What follows belongs to an exercise in optimizing a design on an open flow for small area, a short achievable clock period and few clock cycles per item; a production flow would make more cautious choices. Where RTL was checked, it was by simulation tests only, not by an equivalence proof against the original. Power and IR drop assume default switching activity.

Setup of nickel:
==> flow/design.v <==
`timescale 1ns/100ps
module classifier
(
   input  logic        clk,
   input  logic        local_rst,
   output logic        addr_valid,
   input  logic        addr_ready,
   output logic [20:0] addr,
   input  logic        din_valid,
   output logic        din_ready,
   input  logic [41:0] din,
   input  logic        stddev_valid,
   output logic        stddev_ready,
   input  logic [15:0] stddev,
   output logic        result_valid,
   input  logic        result_ready,
   output logic        result
);
   logic [5:0]  ic;
   logic [5:0]  dc;
   logic [20:0] s;
   logic [20:0] c;
   logic        xa;
   logic        xb;
   logic        sd_seen;
   logic        clear;
   logic [20:0] acc;
   logic        x_new;
   logic        pass0;
   logic        pass1;
   logic        pass2;
   logic        at8;
   logic        at20;
   logic        at32;
   logic        ic_stop;
   localparam logic [31:0] ADDR_B0 = 32'h00000000;
   localparam logic [31:0] ADDR_B1 = 32'h00000000;
   localparam logic [31:0] ADDR_B2 = 32'h00060000;
   localparam logic [31:0] ADDR_B3 = 32'h00070000;
   localparam logic [31:0] ADDR_B4 = 32'h00080000;
   localparam logic [31:0] ADDR_B5 = 32'h00030000;
   localparam logic [31:0] ADDR_B6 = 32'h000c0000;
   localparam logic [31:0] ADDR_B7 = 32'h00000000;
   localparam logic [31:0] ADDR_B8 = 32'hac905300;
   localparam logic [31:0] ADDR_B9 = 32'hff16acac;
   localparam logic [31:0] ADDR_B10 = 32'hca18caca;
   localparam logic [31:0] ADDR_B11 = 32'h0cd00300;
   localparam logic [31:0] ADDR_B12 = 32'h0fec0c0c;
   localparam logic [31:0] ADDR_B13 = 32'hc000c0c0;
   localparam logic [31:0] ADDR_B14 = 32'h00000000;
   localparam logic [31:0] ADDR_B15 = 32'h0000ac00;
   localparam logic [31:0] ADDR_B16 = 32'h5390ac00;
   localparam logic [31:0] ADDR_B17 = 32'h66e6ca66;
   localparam logic [31:0] ADDR_B18 = 32'h88f80c88;
   localparam logic [31:0] ADDR_B19 = 32'h03c00c00;
   localparam logic [31:0] ADDR_B20 = 32'hcc0cc0cc;
   assign addr[0] = ADDR_B0[ic[4:0]];
   assign addr[1] = ADDR_B1[ic[4:0]];
   assign addr[2] = ADDR_B2[ic[4:0]];
   assign addr[3] = ADDR_B3[ic[4:0]];
   assign addr[4] = ADDR_B4[ic[4:0]];
   assign addr[5] = ADDR_B5[ic[4:0]];
   assign addr[6] = ADDR_B6[ic[4:0]];
   assign addr[7] = ADDR_B7[ic[4:0]];
   assign addr[8] = ADDR_B8[ic[4:0]];
   assign addr[9] = ADDR_B9[ic[4:0]];
   assign addr[10] = ADDR_B10[ic[4:0]];
   assign addr[11] = ADDR_B11[ic[4:0]];
   assign addr[12] = ADDR_B12[ic[4:0]];
   assign addr[13] = ADDR_B13[ic[4:0]];
   assign addr[14] = ADDR_B14[ic[4:0]];
   assign addr[15] = ADDR_B15[ic[4:0]];
   assign addr[16] = ADDR_B16[ic[4:0]];
   assign addr[17] = ADDR_B17[ic[4:0]];
   assign addr[18] = ADDR_B18[ic[4:0]];
   assign addr[19] = ADDR_B19[ic[4:0]];
   assign addr[20] = ADDR_B20[ic[4:0]];
   assign acc   = s + c;
   assign x_new = ~acc[20];
   assign pass0 = xb | x_new;                                            
   assign pass1 = (xb & ~(xa & x_new)) | ~(xa | xb | x_new);             
   assign pass2 = x_new | (xa & ~xb);                                    
   assign at8  = (ic == 6'd8)  & (dc == 6'd8);
   assign at20 = (ic == 6'd20) & (dc == 6'd20);
   assign at32 = dc[5];
   assign ic_stop    = (ic == 6'd8) | (ic == 6'd20) | ic[5];
   assign addr_valid = ~ic_stop | (at8 & pass0) | (at20 & pass1);
   assign result_valid = (at8 & ~pass0) | (at20 & ~pass1) | at32;
   assign result       = at32 & pass2;
   assign stddev_ready = result_valid;
   assign din_ready    = sd_seen;
   assign clear        = result_valid & result_ready;
   logic [2:0]  f;
   logic [1:0]  cn;
   logic        first;
   logic [13:0] d0;
   logic [13:0] d1;
   logic [13:0] d2;
   logic [20:0] b0;
   logic [20:0] b1;
   logic [20:0] b2;
   logic [20:0] a0;
   logic [20:0] a1;
   logic [1:0]  kc;
   logic        k0;
   logic        k1;
   logic [20:0] s1;
   logic [20:0] c1;
   logic [20:0] s2;
   logic [20:0] c2;
   logic [20:0] s_next;
   logic [20:0] c_next;
   assign f     = dc[4:2];
   assign cn    = dc[1:0];
   assign first = (cn == 2'd0);
   assign d0    = din[41:28];
   assign d1    = din[27:14];
   assign d2    = din[13:0];
   assign b0 = {7'd0, ~d0};
   assign b1 = {6'd0, d1, 1'b0};
   always_comb begin
      case (f)
         3'd2, 3'd3, 3'd5: b2 = {7'd0, d1};
         3'd4:             b2 = {6'd0, d2, 1'b0};
         default:          b2 = '0;
      endcase
      if (first) begin
         case (f)
            3'd0, 3'd3, 3'd7: a0 = ~{3'd0, stddev, 2'd0};
            3'd1, 3'd4:       a0 = ~{4'd0, stddev, 1'd0};
            3'd2, 3'd5:       a0 = {4'd0, stddev, 1'd0};
            default:          a0 = '0;
         endcase
         case (f)
            3'd1, 3'd3, 3'd6: a1 = ~{5'd0, stddev};
            3'd5:             a1 = {5'd0, stddev};
            3'd7:             a1 = ~{4'd0, stddev, 1'b0};
            default:          a1 = '0;
         endcase
      end else begin
         a0 = s ^ {21{cn[0]}};
         a1 = c ^ {21{cn[0]}};
      end
      case (f)
         3'd1, 3'd3, 3'd7: kc = 2'd2;
         3'd0, 3'd4, 3'd6: kc = 2'd1;
         default:          kc = 2'd0;
      endcase
   end
   assign k0 = first ? (kc != 2'd0) : cn[0];
   assign k1 = first & kc[1];
   assign s1 = b0 ^ b1 ^ b2;
   assign c1 = {((b0[19:0] & b1[19:0]) | (b0[19:0] & b2[19:0]) | (b1[19:0] & b2[19:0])), k0};
   assign s2 = a0 ^ a1 ^ s1;
   assign c2 = {((a0[19:0] & a1[19:0]) | (a0[19:0] & s1[19:0]) | (a1[19:0] & s1[19:0])), k1};
   assign s_next = s2 ^ c2 ^ c1;
   assign c_next = {((s2[19:0] & c2[19:0]) | (s2[19:0] & c1[19:0]) | (c2[19:0] & c1[19:0])), 1'b0};
   always_ff @(posedge clk) begin
      if (local_rst || clear) begin
         ic      <= '0;
         dc      <= '0;
         sd_seen <= 1'b0;
      end else begin
         if (stddev_valid) begin
            sd_seen <= 1'b1;
         end
         if (addr_valid && addr_ready) begin
            ic <= ic + 6'd1;
         end
         if (din_valid && din_ready) begin
            dc <= dc + 6'd1;
         end
      end
   end
   always_ff @(posedge clk) begin
      if (din_valid && din_ready) begin
         s <= s_next;
         c <= c_next;
         if (first) begin
            xa <= xb;
            xb <= x_new;
         end
      end
   end
endmodule
export LEC_CHECK = 0
export ABC_AREA = 1
export CAP_MARGIN = 20
export CORE_MARGIN = 2
export CORE_UTILIZATION = 40
export SLEW_MARGIN = 20
create_clock -name core_clock -period 9.0 [get_ports {clk}]
standard.sh (not shown) runs the stock make flow with config.mk's settings and CLKGATE_MAP_FILE= SYNTH_SCRIPT=/design/flow/synth_recipe.tcl, a recipe that flattens the netlist after the stock synthesis.
==> flow/flow/run.sh <==
#!/bin/bash
# Standard layout, with the smallest buffer on the ports.
set -euo pipefail
export BUFFER_PORTS_ARGS="-buffer_cell sky130_fd_sc_hd__buf_1"
bash standard.sh finish > standard_finish.log 2>&1
Testbench counts of nickel, summed over its fixed seeds: cycles 82,658, windows 4,800.
Edits applied to the flow inputs when going from nickel to zinc:
diff --git a/flow/design.v b/flow/design.v
--- a/flow/design.v
+++ b/flow/design.v
@@ -101,10 +101,16 @@
    logic [20:0] b2;
    logic [20:0] a0;
    logic [20:0] a1;
    logic [1:0]  kc;
    logic        k0;
+   logic        sel0_4;
+   logic        sel0_2;
+   logic        sel1_1;
+   logic        sel1_2;
+   logic        pol0;
+   logic        pol1;
    logic        k1;
    logic [20:0] s1;
    logic [20:0] c1;
    logic [20:0] s2;
    logic [20:0] c2;
@@ -122,27 +128,20 @@
       case (f)
          3'd2, 3'd3, 3'd5: b2 = {7'd0, d1};
          3'd4:             b2 = {6'd0, d2, 1'b0};
          default:          b2 = '0;
       endcase
-      if (first) begin
-         case (f)
-            3'd0, 3'd3, 3'd7: a0 = ~{3'd0, stddev, 2'd0};
-            3'd1, 3'd4:       a0 = ~{4'd0, stddev, 1'd0};
-            3'd2, 3'd5:       a0 = {4'd0, stddev, 1'd0};
-            default:          a0 = '0;
-         endcase
-         case (f)
-            3'd1, 3'd3, 3'd6: a1 = ~{5'd0, stddev};
-            3'd5:             a1 = {5'd0, stddev};
-            3'd7:             a1 = ~{4'd0, stddev, 1'b0};
-            default:          a1 = '0;
-         endcase
-      end else begin
-         a0 = s ^ {21{cn[0]}};
-         a1 = c ^ {21{cn[0]}};
-      end
+      sel0_4 = first & (f == 3'd0 || f == 3'd3 || f == 3'd7);
+      sel0_2 = first & (f == 3'd1 || f == 3'd2 || f == 3'd4 || f == 3'd5);
+      sel1_1 = first & (f == 3'd1 || f == 3'd3 || f == 3'd5 || f == 3'd6);
+      sel1_2 = first & (f == 3'd7);
+      pol0   = first ? (f != 3'd2 && f != 3'd5 && f != 3'd6) : cn[0];
+      pol1   = first ? (f == 3'd1 || f == 3'd3 || f == 3'd6 || f == 3'd7) : cn[0];
+      a0 = (({21{sel0_4}} & {3'd0, stddev, 2'd0}) | ({21{sel0_2}} & {4'd0, stddev, 1'd0})
+            | ({21{~first}} & s)) ^ {21{pol0}};
+      a1 = (({21{sel1_1}} & {5'd0, stddev}) | ({21{sel1_2}} & {4'd0, stddev, 1'd0})
+            | ({21{~first}} & c)) ^ {21{pol1}};
       case (f)
          3'd1, 3'd3, 3'd7: kc = 2'd2;
          3'd0, 3'd4, 3'd6: kc = 2'd1;
          default:          kc = 2'd0;
       endcase
## What came out
Final period utilization for zinc is higher than for nickel. zinc vs nickel — routed wire length dropped 9.3%. Relative to nickel, basic-gate share of the synthesized area counting and, or, nand and nor cells decreased by 0.47 points in zinc. Going from nickel to zinc, clock skew roughly the same; setup slack on the worst flop-to-flop path lower; power density of the placed cells higher; cell depth of the worst setup path lower. zinc reports a lower global routing met3 resource utilization than nickel does. From zinc to nickel, footprint of the flip-flops and latches did not move at all. Against nickel as the reference, zinc delivers a lower vertical die dimension. Wire length of the first global-routing pass | zinc below nickel. Going from nickel to zinc, adder-cell area share of the yosys netlist has increased, final critical-path required period picked up an extra 0.18 ns.
Function not checked in zinc: the RTL went through the layout flow alone.

-- separate check: timing with driven ports --
The flow's constraints put no driver on any port. The routed layouts listed below were extracted and timed again, unchanged, in two steps. Step 1 (the two cells are an assumption about what drives the block):
set clk [get_ports {clk}]
set_driving_cell -lib_cell sky130_fd_sc_hd__clkbuf_16 $clk
set_driving_cell -lib_cell sky130_fd_sc_hd__buf_2 [delete_from_list [all_inputs] $clk]
Step 2 also shifts input and output timing later by t, the mid clock arrival at the registers, as if the neighbouring blocks saw the same clock. Three values: no drivers, after step 1, after step 2; two values: the first two.
run	t, ns	setup WS [ns]	worst hold slack (ns)
nickel	0.349	4.822 / 4.780 / 5.078	0.460 / 0.460 / 0.460
zinc	0.331	4.639 / 4.600 / 4.916	0.478 / 0.478 / 0.478
After both steps every run listed still meets setup and hold.
